Context: an optimization exercise on an open-source flow, tuned for small area and a short achievable clock period. The choices shown serve that exercise and are no tape-out recipe.
The RTL was checked by simulation tests, not by an equivalence proof against the original design.
Power figures rest on the tool's default switching activity, not on a simulated workload.

### design/flow/config.mk
export PLATFORM = sky130hd
export DESIGN_NAME = ctrl_unit
export DESIGN_NICKNAME = ctrl_unit
export VERILOG_FILES = /design/flow/design.v
export SDC_FILE = /design/flow/constraint.sdc
export NUM_CORES = 4
export LEC_CHECK = 0
export CAP_MARGIN = 20
export CORE_MARGIN = 2
export CORE_UTILIZATION = 40
export SLEW_MARGIN = 20
### design/flow/constraint.sdc
create_clock -name core_clock -period 5.0 [get_ports {clk}]
set_input_delay 1.0000 -clock core_clock [delete_from_list [all_inputs] [get_ports {clk}]]
set_output_delay 1.0000 -clock core_clock [all_outputs]
set_load 0.01 [all_outputs]
### design/flow/design.v
`timescale 1ns/1ps
module inst_decoder (
    input  logic [31:0]         inst,
    output logic [1:0]          fu,
    output logic [4:0]          op,
    output logic [5-1:0]  dst,
    output logic [5-1:0]  src1,
    output logic [5-1:0]  src2,
    output logic [2:0]          imm_sel
);
    logic [6:0] opcode;
    logic [2:0] funct3;
    logic [6:0] funct7;
    logic       f7_zero, f7_alt, r_ok, i_ok, alt;
    logic       use_rd, use_rs1, use_rs2;
    logic [3:0] alu_code;
    assign opcode  = inst[6:0];
    assign funct3  = inst[14:12];
    assign funct7  = inst[31:25];
    assign f7_zero = funct7 == 7'h00;
    assign f7_alt  = funct7 == 7'h20;
    assign r_ok    = f7_zero | (f7_alt & (funct3 == 3'd0 | funct3 == 3'd5));
    assign i_ok    = (funct3 == 3'd1) ? f7_zero :
                     (funct3 == 3'd5) ? (f7_zero | f7_alt) : 1'b1;
    assign alt     = opcode[5] ? f7_alt : (f7_alt & (funct3 == 3'd5));
    always_comb begin
        case (funct3)
            3'd0:    alu_code = alt ? 4'd2 : 4'd1;
            3'd1:    alu_code = 4'd6;
            3'd2:    alu_code = 4'd9;
            3'd3:    alu_code = 4'd10;
            3'd4:    alu_code = 4'd5;
            3'd5:    alu_code = alt ? 4'd8 : 4'd7;
            3'd6:    alu_code = 4'd4;
            default: alu_code = 4'd3;
        endcase
    end
    always_comb begin
        fu      = 2'd0;
        op      = 5'd0;
        imm_sel = 3'd0;
        use_rd  = 1'b0;
        use_rs1 = 1'b0;
        use_rs2 = 1'b0;
        case (opcode)
            7'b0110011: if (r_ok) begin
                fu = 2'd1;
                op[3:0] = alu_code;
                {use_rd, use_rs1, use_rs2} = 3'b111;
            end
            7'b0010011: if (i_ok) begin
                fu = 2'd1;
                op[4] = 1'b1;
                op[3:0] = alu_code;
                {use_rd, use_rs1} = 2'b11;
                imm_sel = 3'd1;
            end
            7'b0000011: if (funct3 != 3'd3 && funct3 < 3'd6) begin
                fu = 2'd2;
                op[3:1] = funct3;
                {use_rd, use_rs1} = 2'b11;
                imm_sel = 3'd1;
            end
            7'b0100011: if (funct3 < 3'd3) begin
                fu = 2'd2;
                op[3:1] = funct3;
                op[0] = 1'b1;
                {use_rs1, use_rs2} = 2'b11;
                imm_sel = 3'd2;
            end
            7'b1100011: if (funct3 != 3'd2 && funct3 != 3'd3) begin
                fu = 2'd3;
                op = {2'b00, funct3};
                {use_rs1, use_rs2} = 2'b11;
                imm_sel = 3'd3;
            end
            7'b1101111: begin
                fu = 2'd3;
                op = 5'h10;
                use_rd = 1'b1;
                imm_sel = 3'd5;
            end
            7'b1100111: if (funct3 == 3'd0) begin
                fu = 2'd3;
                op = 5'h11;
                {use_rd, use_rs1} = 2'b11;
                imm_sel = 3'd1;
            end
            7'b0110111, 7'b0010111: begin    
                fu = 2'd1;
                op[4] = 1'b1;
                op[3:0] = opcode[5] ? 4'd11 : 4'd12;
                use_rd = 1'b1;
                imm_sel = 3'd4;
            end
            default: ;
        endcase
    end
    assign dst  = use_rd  ? inst[11:7]  : '0;
    assign src1 = use_rs1 ? inst[19:15] : '0;
    assign src2 = use_rs2 ? inst[24:20] : '0;
endmodule
`timescale 1ns/1ps
module issue_ctrl (
    input  logic             clk,
    input  logic             rst,
    input  logic [1:0]       fu,
    input  logic             target_busy,
    input  logic             dst_pending,
    input  logic             jump_done,
    input  logic             is_jump,
    output logic             is_en,
    output logic             ro_en
);
    logic ctrl_stall;
    logic flush;
    logic hazard;
    assign hazard = target_busy | dst_pending;    
    assign is_en = flush | (~hazard & ~ctrl_stall);
    assign ro_en = ~flush & ~hazard & ~ctrl_stall & (fu != 2'd0);
    always_ff @(posedge clk or posedge rst) begin
        if (rst) begin
            ctrl_stall <= 1'b0;
        end else if (ro_en && fu == 2'd3) begin
            ctrl_stall <= 1'b1;    
        end else if (jump_done) begin
            ctrl_stall <= 1'b0;
        end
    end
    always_ff @(posedge clk or posedge rst) begin
        if (rst) begin
            flush <= 1'b0;
        end else begin
            flush <= jump_done & is_jump;
        end
    end
endmodule
`timescale 1ns/1ps
module scoreboard_table (
    input  logic                           clk,
    input  logic                           rst,
    input  logic                           ro_en,
    input  logic [1:0]                     fu,
    input  logic [4:0]                     op,
    input  logic [5-1:0]             dst,
    input  logic [5-1:0]             src1,
    input  logic [5-1:0]             src2,
    input  logic [31:0]                    pc,
    input  logic [31:0]                    imm,
    input  logic [3:1]               fu_done,
    input  logic [3:1]               rd_grant,
    input  logic [3:1]               wb_grant,
    output logic [3:1]               e_busy,
    output logic [3:1][4:0]          e_op,
    output logic [3:1][5-1:0]  e_dst,
    output logic [3:1][5-1:0]  e_src1,
    output logic [3:1][5-1:0]  e_src2,
    output logic [3:1]               e_rdy1,
    output logic [3:1]               e_rdy2,
    output logic [3:1]               e_done,
    output logic [3:1][31:0]         pc_regs,
    output logic [3:1][31:0]         imm_regs,
    output logic                           target_busy,
    output logic                           dst_pending
);
    logic [3:1][1:0]             e_fu1, e_fu2;
    logic [(1 << 5)-1:0][1:0]    rrs;    
    logic [1:0] wb_fu;
    logic [1:0] src1_fu, src2_fu;
    logic       src1_rdy, src2_rdy;
    always_comb begin
        wb_fu = 2'd0;
        for (int u = 1; u <= 3; u++) begin
            if (wb_grant[u])
                wb_fu = 2'(u);
        end
    end
    assign src1_fu  = rrs[src1];
    assign src2_fu  = rrs[src2];
    assign src1_rdy = src1_fu == 2'd0 || src1_fu == wb_fu;
    assign src2_rdy = src2_fu == 2'd0 || src2_fu == wb_fu;
    always_comb begin
        target_busy = 1'b0;
        for (int u = 1; u <= 3; u++)
            if (fu == 2'(u) && e_busy[u])
                target_busy = 1'b1;
    end
    assign dst_pending = rrs[dst] != 2'd0;
    always_ff @(posedge clk or posedge rst) begin
        if (rst) begin
            e_busy <= '0;
            e_op   <= '0;
            e_dst  <= '0;
            e_src1 <= '0;
            e_src2 <= '0;
            e_fu1  <= '0;
            e_fu2  <= '0;
            e_rdy1 <= '0;
            e_rdy2 <= '0;
            e_done <= '0;
            rrs    <= '0;
        end else begin
            for (int u = 1; u <= 3; u++) begin
                if (wb_grant[u]) begin
                    e_busy[u] <= 1'b0;
                    e_op[u]   <= '0;
                    e_dst[u]  <= '0;
                    e_src1[u] <= '0;
                    e_src2[u] <= '0;
                    e_fu1[u]  <= 2'd0;
                    e_fu2[u]  <= 2'd0;
                    e_rdy1[u] <= 1'b0;
                    e_rdy2[u] <= 1'b0;
                    e_done[u] <= 1'b0;
                end else if (e_busy[u]) begin
                    if (fu_done[u])
                        e_done[u] <= 1'b1;    
                    if (rd_grant[u]) begin
                        e_rdy1[u] <= 1'b0;
                        e_rdy2[u] <= 1'b0;
                    end
                    if (wb_fu != 2'd0 && e_fu1[u] == wb_fu) begin
                        e_rdy1[u] <= 1'b1;
                        e_fu1[u]  <= 2'd0;
                    end
                    if (wb_fu != 2'd0 && e_fu2[u] == wb_fu) begin
                        e_rdy2[u] <= 1'b1;
                        e_fu2[u]  <= 2'd0;
                    end
                end
            end
            for (int r = 0; r < (1 << 5); r++) begin
                for (int u = 1; u <= 3; u++)
                    if (wb_grant[u] && e_dst[u] == 5'(r))
                        rrs[r] <= 2'd0;
            end
            for (int u = 1; u <= 3; u++) begin
                if (ro_en && fu == 2'(u)) begin
                    e_busy[u] <= 1'b1;
                    e_op[u]   <= op;
                    e_dst[u]  <= dst;
                    e_src1[u] <= src1;
                    e_src2[u] <= src2;
                    e_fu1[u]  <= src1_rdy ? 2'd0 : src1_fu;
                    e_fu2[u]  <= src2_rdy ? 2'd0 : src2_fu;
                    e_rdy1[u] <= src1_rdy;
                    e_rdy2[u] <= src2_rdy;
                    e_done[u] <= 1'b0;
                end
            end
            for (int r = 1; r < (1 << 5); r++) begin
                if (ro_en && dst == 5'(r))
                    rrs[r] <= fu;    
            end
        end
    end
    always_ff @(posedge clk) begin
        for (int u = 1; u <= 3; u++) begin
            if (ro_en && fu == 2'(u)) begin
                pc_regs[u]  <= pc;
                imm_regs[u] <= imm;
            end
        end
    end
endmodule
`timescale 1ns/1ps
module operand_dispatch (
    input  logic [3:1]               e_rdy1,
    input  logic [3:1]               e_rdy2,
    input  logic [3:1][4:0]          e_op,
    input  logic [3:1][5-1:0]  e_src1,
    input  logic [3:1][5-1:0]  e_src2,
    input  logic [3:1][31:0]         pc_regs,
    input  logic [3:1][31:0]         imm_regs,
    output logic [3:1]               rd_grant,
    output logic                           alu_en,
    output logic                           mem_en,
    output logic                           jump_en,
    output logic [31:0]                    pc_ctrl,
    output logic [31:0]                    imm_ctrl,
    output logic [5-1:0]             rs1_ctrl,
    output logic [5-1:0]             rs2_ctrl,
    output logic [4:0]                     jump_op,
    output logic [3:0]                     alu_op,
    output logic                           alu_use_pc,
    output logic                           alu_use_imm,
    output logic                           mem_we,
    output logic [2:0]                     mem_bhw
);
    logic [3:1]    ready;
    logic [1:0]          sel;
    logic [4:0]          e_opw;
    logic [5-1:0]  e_s1, e_s2;
    logic                is_auipc;
    assign ready = e_rdy1 & e_rdy2;
    always_comb begin
        if (ready[2'd3])
            sel = 2'd3;
        else if (ready[2'd1])
            sel = 2'd1;
        else if (ready[2'd2])
            sel = 2'd2;
        else
            sel = 2'd0;
    end
    always_comb begin
        for (int u = 1; u <= 3; u++)
            rd_grant[u] = sel == 2'(u);
    end
    always_comb begin
        e_opw    = '0;
        e_s1     = '0;
        e_s2     = '0;
        pc_ctrl  = '0;
        imm_ctrl = '0;
        for (int u = 1; u <= 3; u++) begin
            if (sel == 2'(u)) begin
                e_opw    = e_op[u];
                e_s1     = e_src1[u];
                e_s2     = e_src2[u];
                pc_ctrl  = pc_regs[u];
                imm_ctrl = imm_regs[u];
            end
        end
    end
    assign alu_en   = sel == 2'd1;
    assign mem_en   = sel == 2'd2;
    assign jump_en  = sel == 2'd3;
    assign rs1_ctrl = e_s1;
    assign rs2_ctrl = e_s2;    
    assign is_auipc    = alu_en && e_opw[3:0] == 4'd12;
    assign alu_use_pc  = is_auipc;
    assign alu_use_imm = alu_en & e_opw[4];
    assign alu_op      = !alu_en ? 4'd0 : is_auipc ? 4'd1 : e_opw[3:0];
    assign mem_we      = mem_en & e_opw[0];
    assign mem_bhw     = mem_en ? e_opw[3:1] : 3'd0;
    assign jump_op     = jump_en ? e_opw : 5'd0;
endmodule
`timescale 1ns/1ps
module writeback_arbiter (
    input  logic [3:1]               e_busy,
    input  logic [3:1][5-1:0]  e_dst,
    input  logic [3:1][5-1:0]  e_src1,
    input  logic [3:1][5-1:0]  e_src2,
    input  logic [3:1]               e_rdy1,
    input  logic [3:1]               e_rdy2,
    input  logic [3:1]               e_done,
    output logic [3:1]               wb_grant,
    output logic [2:0]                     write_sel,
    output logic                           reg_write,
    output logic [5-1:0]             rd_ctrl
);
    logic [3:1] war_ok;
    logic [3:1] eligible;
    logic [1:0]       win;
    always_comb begin
        for (int u = 1; u <= 3; u++) begin
            war_ok[u] = 1'b1;
            for (int v = 1; v <= 3; v++) begin
                if (v != u && e_busy[v] && e_dst[u] != '0) begin
                    if (e_rdy1[v] && e_src1[v] == e_dst[u])
                        war_ok[u] = 1'b0;
                    if (e_rdy2[v] && e_src2[v] == e_dst[u])
                        war_ok[u] = 1'b0;
                end
            end
            eligible[u] = e_done[u] & war_ok[u];
        end
    end
    always_comb begin
        if (eligible[2'd3])
            win = 2'd3;
        else if (eligible[2'd1])
            win = 2'd1;
        else if (eligible[2'd2])
            win = 2'd2;
        else
            win = 2'd0;
    end
    assign reg_write = win != 2'd0;
    always_comb begin
        for (int u = 1; u <= 3; u++)
            wb_grant[u] = win == 2'(u);
        write_sel = 3'd0;
        rd_ctrl   = '0;
        case (win)
            2'd1: rd_ctrl = e_dst[2'd1];
            2'd2: begin
                write_sel = 3'd1;
                rd_ctrl   = e_dst[2'd2];
            end
            2'd3: begin
                write_sel = 3'd4;    
                rd_ctrl   = e_dst[2'd3];
            end
            default: ;
        endcase
    end
endmodule
`timescale 1ns/1ps
module ctrl_unit (
    input  logic               clk,
    input  logic               rst,
    input  logic [31:0]        pc,
    input  logic [31:0]        inst,
    input  logic [31:0]        imm,
    input  logic               alu_done,
    input  logic               mem_done,
    input  logic               jump_done,
    input  logic               is_jump,
    output logic               is_en,
    output logic [2:0]         imm_sel,
    output logic               alu_en,
    output logic               mem_en,
    output logic               jump_en,
    output logic [31:0]        pc_ctrl,
    output logic [31:0]        imm_ctrl,
    output logic [5-1:0] rs1_ctrl,
    output logic [5-1:0] rs2_ctrl,
    output logic [4:0]         jump_op,
    output logic [3:0]         alu_op,
    output logic               alu_use_pc,
    output logic               alu_use_imm,
    output logic               mem_we,
    output logic [2:0]         mem_bhw,
    output logic [2:0]         write_sel,
    output logic               reg_write,
    output logic [5-1:0] rd_ctrl
);
    logic [1:0]                          dec_fu;
    logic [4:0]                          dec_op;
    logic [5-1:0]                  dec_dst, dec_src1, dec_src2;
    logic                                target_busy, dst_pending, ro_en;
    logic [3:1]                    e_busy, e_rdy1, e_rdy2, e_done;
    logic [3:1][4:0]               e_op;
    logic [3:1][5-1:0]       e_dst, e_src1, e_src2;
    logic [3:1][31:0]              pc_regs, imm_regs;
    logic [3:1]                    rd_grant, wb_grant;
    inst_decoder u_dec (
        .inst(inst), .fu(dec_fu), .op(dec_op), .dst(dec_dst),
        .src1(dec_src1), .src2(dec_src2), .imm_sel(imm_sel)
    );
    issue_ctrl u_issue (
        .clk(clk), .rst(rst), .fu(dec_fu),
        .target_busy(target_busy), .dst_pending(dst_pending),
        .jump_done(jump_done), .is_jump(is_jump),
        .is_en(is_en), .ro_en(ro_en)
    );
    scoreboard_table u_table (
        .clk(clk), .rst(rst), .ro_en(ro_en),
        .fu(dec_fu), .op(dec_op), .dst(dec_dst), .src1(dec_src1), .src2(dec_src2),
        .pc(pc), .imm(imm),
        .fu_done({jump_done, mem_done, alu_done}),    
        .rd_grant(rd_grant), .wb_grant(wb_grant),
        .e_busy(e_busy), .e_op(e_op), .e_dst(e_dst), .e_src1(e_src1), .e_src2(e_src2),
        .e_rdy1(e_rdy1), .e_rdy2(e_rdy2), .e_done(e_done),
        .pc_regs(pc_regs), .imm_regs(imm_regs),
        .target_busy(target_busy), .dst_pending(dst_pending)
    );
    operand_dispatch u_dispatch (
        .e_rdy1(e_rdy1), .e_rdy2(e_rdy2), .e_op(e_op), .e_src1(e_src1), .e_src2(e_src2),
        .pc_regs(pc_regs), .imm_regs(imm_regs),
        .rd_grant(rd_grant),
        .alu_en(alu_en), .mem_en(mem_en), .jump_en(jump_en),
        .pc_ctrl(pc_ctrl), .imm_ctrl(imm_ctrl),
        .rs1_ctrl(rs1_ctrl), .rs2_ctrl(rs2_ctrl),
        .jump_op(jump_op), .alu_op(alu_op),
        .alu_use_pc(alu_use_pc), .alu_use_imm(alu_use_imm),
        .mem_we(mem_we), .mem_bhw(mem_bhw)
    );
    writeback_arbiter u_wb (
        .e_busy(e_busy), .e_dst(e_dst), .e_src1(e_src1), .e_src2(e_src2),
        .e_rdy1(e_rdy1), .e_rdy2(e_rdy2), .e_done(e_done), .wb_grant(wb_grant),
        .write_sel(write_sel), .reg_write(reg_write), .rd_ctrl(rd_ctrl)
    );
endmodule
### design/flow/run.sh
#!/bin/bash
# synth_recipe.tcl (not shown) runs the flow's synth.tcl, then flattens the netlist and writes it again
# the make line also repeats each setting of config.mk as NAME=value (left out here)
make -C /OpenROAD-flow-scripts/flow DESIGN_CONFIG=/design/flow/config.mk WORK_HOME=/design/flow/orfs CLKGATE_MAP_FILE= SYNTH_SCRIPT=/design/flow/synth_recipe.tcl finish
==> run notes <==
==> sequential cells by signal, summed over array words and instances, names as in the netlist <==
signal / flops
u_table.e_src2: 15
u_table.e_rdy1: 3
u_table.e_fu2: 6
u_table.e_fu1: 6
u_issue.flush: 1
u_table.e_done: 3
u_table.e_busy: 3
u_table.e_op: 14
u_table.imm_regs: 96
u_table.e_dst: 15
u_table.rrs: 62
u_issue.ctrl_stall: 1
u_table.pc_regs: 96
u_table.e_src1: 15
u_table.e_rdy2: 3
==> placed cells by master (no fill, tap or decap), types with 30 or more instances in the layout <==
cell type        synthesis  final
nor2_1                  74     72
o21ai_0                107    107
clkdlybuf4s50_1          0    201
a21oi_1                 33     33
xnor2_1                 60     60
nand4_1                 41     41
nand3_1                117    117
nand2_1                251    251
dfrtp_1                147    147
inv_1                   32     30
edfxtp_1               192    192
buf_4                    4    105
nor3_1                  40     39
o21ai_1                 51     50
clkbuf_16                0     38
a22oi_1                 70     70
==> worst max path at each step <==
stage                     depth (start not counted)  slack (ns)                              to  startpoint
after global placement                           10       -0.45                           is_en    inst[25]
final                                            10        0.09                           is_en    inst[26]
after detailed placement                         10       -0.46                           is_en    inst[25]
after CTS                                        10       0.006                           is_en    inst[26]
after global routing                             10        0.04                           is_en    inst[26]
after floorplan                                   9       -0.25  u_table.imm_regs[32]$_DFFE_PP_    inst[26]
==> final cells by class <==
class / instances / area [um2] / area share, %
clock inverters: 18 / 259 / 1.19
inverters: 33 / 129 / 0.592
repair buffers: 322 / 3080 / 14.2
flip-flops and latches: 339 / 9440 / 43.4
multi-input cells: 1146 / 7140 / 32.8
clock buffers: 47 / 1030 / 4.75
well taps: 546 / 683 / 3.14
==> worst max-delay path, cell delays in order <==
cell and delay (ns):
clkdlybuf4s50_1 0.40, or4_4 0.43, o41a_1 0.45, or4_4 0.52, a41oi_4 0.19, nand2_1 0.09
a211o_4 0.34, and2_4 0.14, or2_4 0.24, buf_6 0.12
==> routing by layer <==
metal	up-vias	GRT usage, %
li1	6613	-
met4	0	9.06
met3	102	5.37
met5	-	0
met2	617	40.9
met1	7212	34.0
==> where the power goes <==
part           leakage (nW)  internal [W]  switching, W  total (W)
Sequential             3.46       0.00302     0.0000594    0.00307
Clock                 0.625       0.00170       0.00117    0.00287
Combinational          4.13      0.000345      0.000562   0.000907
==> synthesized netlist by cell type, types with 10 or more instances <==
| library cell | instances | area (um2) |
|---|---|---|
| a222oi_1 | 12 | 120 |
| a211oi_1 | 10 | 75.1 |
| nand3_1 | 117 | 586 |
| nor2b_1 | 10 | 62.6 |
| nand4_1 | 41 | 257 |
| edfxtp_1 | 192 | 5770 |
| a21oi_1 | 33 | 165 |
| inv_1 | 32 | 120 |
| nor2_1 | 74 | 278 |
| xnor2_1 | 60 | 526 |
| o32a_1 | 17 | 170 |
| mux2i_1 | 20 | 200 |
| and3_1 | 14 | 87.6 |
| a221oi_1 | 11 | 96.3 |
| dfrtp_1 | 147 | 3680 |
| o21ai_0 | 107 | 536 |
| a22oi_1 | 70 | 526 |
| nor3_1 | 40 | 200 |
| mux4_2 | 20 | 450 |
| buf_1 | 15 | 56.3 |
| o211ai_1 | 10 | 75.1 |
| and2_1 | 13 | 81.3 |
| nand2b_1 | 13 | 81.3 |
| nor4_1 | 15 | 93.8 |
| clkbuf_1 | 95 | 357 |
| nand2_1 | 251 | 942 |
| o21ai_1 | 51 | 255 |
==> kinds of logic (layout without fill, tap and decap cells) <==
kind of cell	after synthesis	after routing	share of synthesized area [%]
multiplexers	45	45	4.12
buffers and inverters	165	420	4.03
XOR/XNOR	61	61	3.10
other	1	1	0.0217
AND/OR/NAND/NOR	641	641	18.3
AO/OA/AOI/OAI	398	398	15.7
flip-flops	339	339	54.8
==> through the flow <==
| step | hold slack (ns) | setup TNS, ns | instance area (um2) | instances | power (W) |
|---|---|---|---|---|---|
| finish | 0.505 | 0 | 21800 | 2451 | 0.00685 |
| global route | 0.532 | 0 | 21800 | 2451 | 0.00710 |
| CTS | 0.502 | 0 | 21800 | 2450 | 0.00690 |
| detailed placement | 0.487 | -0.457 | 20400 | 2383 | 0.00402 |
| global placement | 0.484 | -0.445 | 20400 | 2383 | 0.00401 |
| floorplan | 0.460 | -32.62 | 17200 | 1650 | 0.00357 |
==> repair_timing <==
| action | 4_1_cts | 5_1_grt |
|---|---|---|
| pin swaps | 4 | 6 |
| endpoints found under the setup margin | 1 | 1 |
| buffers inserted | 2 | 0 |
| resized for setup | 8 | 3 |
| endpoints found under the hold margin | 0 | 0 |
==> reports/qor_table.md <==
| Metric | Reported |
|---|---|
| CTS tree | yes |
| Wire length the detailed router placed on met1 | 23,300 um |
| Final estimated routing congestion in global placement | 1.01 |
| Required arrival time at the worst endpoint | 4.00 ns |
| Routed via count divided by cell count | 5.93 |
| Portion of the post-synthesis area used by sequential elements | 54.8% |
| CORE AREA | 0.0428 mm2 |
| Clock net sink count | 339 |
| First-pass GRT wire length | 86,200 um |
| Async S/R FF share, synth | 43.4% |
| Area growth from synthesis to final layout | 26.3% |
| Number of pins exceeding their max-slew limit in the final report | 0 |
| Number of CTS-inserted buffers | 38 |
| Kind of capture point of the worst setup path | output pin |
| Routed length on met3 | 4580 um |
| Post-route setup slack | 0.0865 ns |
| Count of hold-fix buffers inserted at cts | 0 |
| Run status | timing/DRC/antenna clean |
| Pin count of the biggest net entering global routing | 97 |
| Post-route minimum period | 4.91 ns |
| All-layer global routing usage | 25.4% |
| Maximum clock insertion buffer count | 3 |
| Crit path arrival time | 3.91 ns |
| Synth Area per Inst | 10.5 um2 |
| Startpoint type of the worst setup path | input port |
| Number of detailed-routing iterations run before antenna repair | 8 |
| Final-report hold violation count | 0 |
| Relative slew margins | 27.2% |
| Proportion of layout cells with a drive suffix above 1 | 12.4% |
| Post-synthesis net count | 1,752 |
| Residual overflow from global routing | 0 |
| Vias | 14,500 |
| Detailed-routed wire length on met2 | 27,000 um |
| Wire length after detailed routing | 56,700 um |
| Via count of the first global-routing pass | 14,100 |
| Number of cell rows | 76 |
| Warning count from the yosys run | 5 |
| Reg-to-reg setup timing slack | 1.28 ns |
| Category of the critical setup timing path | input port to output pin |
| Die footprint | 0.0448 mm2 |
| Clock Latency Late Sink | 0.58 ns |
| Number of cells on the worst hold path | 2 |
| Effective utilization at floorplan | 40.3% |
| Final net count | 1,982 |
| Post-Synthesis Cells | 1,650 |
| Post-detailed-route count of antenna-violating nets | 0 |
| Final routed DRC violation total | 0 |
| Transition time at the pin with the least slew margin | 1.08 ns |
| Cell at the root of the clock tree | clkbuf_16 |
| Depth of the CTS H-tree | 2 |
| RSZ-0062 raised after global routing | no |
| Synth cell types | 84 |
| Antenna cell count | 0 |
| Mapped cell area | 0.0172 mm2 |
| Max-capacitance violation count | 0 |
| Dominant register cell in the synthesized netlist | edfxtp_1 |
| Final Core Density | 50.9% |
| Setup violators final | 0 |
| Leakage power | 8.21 nW |
| Fraction of the cycle the final worst path needs | 98.3% |
| EDFF count, synth | 192 |
| Die Y-Extent | 212 um |
| Total of buffers placed on input and output ports | 205 |
| Startpoint of the worst hold path | u_table.e_op[2]$_DFFE_PP0N_ |
| HPWL after detailed placement | 40,300 um |
| DRC marker count from the first detailed-route iteration | 1,330 |
| Maximum vdd drop | 0.274 mV |
| Highest Signal Layer | met4 |
| R2r endpoint | u_table.e_fu1[5]$_DFFE_PP0P_ |
| Clock slew seen by the registers of the worst setup and hold paths | 0.06 ns |
| Initial antenna violation count | 0 |
| Power density of the placed cells | 315 mW/mm2 |
| Number of fill cells in the layout | 3,834 |
| Setup slack at placement | -0.457 ns |
| Class of the tightest hold or removal check | flop to flop |
| Setup clock skew after layout | 0.0263 ns |
| Worst-case reg-to-reg path depth | 10 |
| Worst reg2reg startpoint | u_table.e_dst[0]$_DFFE_PP0N_ |
| WL per Instance | 23.1 um |
| I/O pin cnt | 207 |
| Max Freq | 204 MHz |
| Hold Crit Endpoint | u_table.e_op[2]$_DFFE_PP0N_ |
| Overall die width | 212 um |
| #FFs+latches synth | 339 |
| Critical Path Fanout Max | 2 |

## static timing again, ports no longer ideal
How much do the figures lean on ideal ports? The routed layout below was timed once more, with nothing changed but the port constraints.
Step 1 sets driving cells, clkbuf_16 on the clock port and buf_2 on the other inputs (assumed; they add their load-dependent delay and slew).
Step 2, shift: input delay + t, output delay - t, t = (earliest + latest rising clock arrival at the registers) / 2. This alone moves slack from input paths to output paths.
Three values: ideal ports, drivers, drivers and shift; two values: the first two.
t, ns: 0.624
setup slack, ns: 0.087 / 0.062 / 0.062
hold WS [ns]: 0.505 / 0.505 / 0.505
worst register clock-pin slew, ns: 0.07 / 0.07
After both steps setup and hold are still met in this run. The setup slack of this run moves by -0.025 ns with the drivers and by -0.025 ns with both steps.
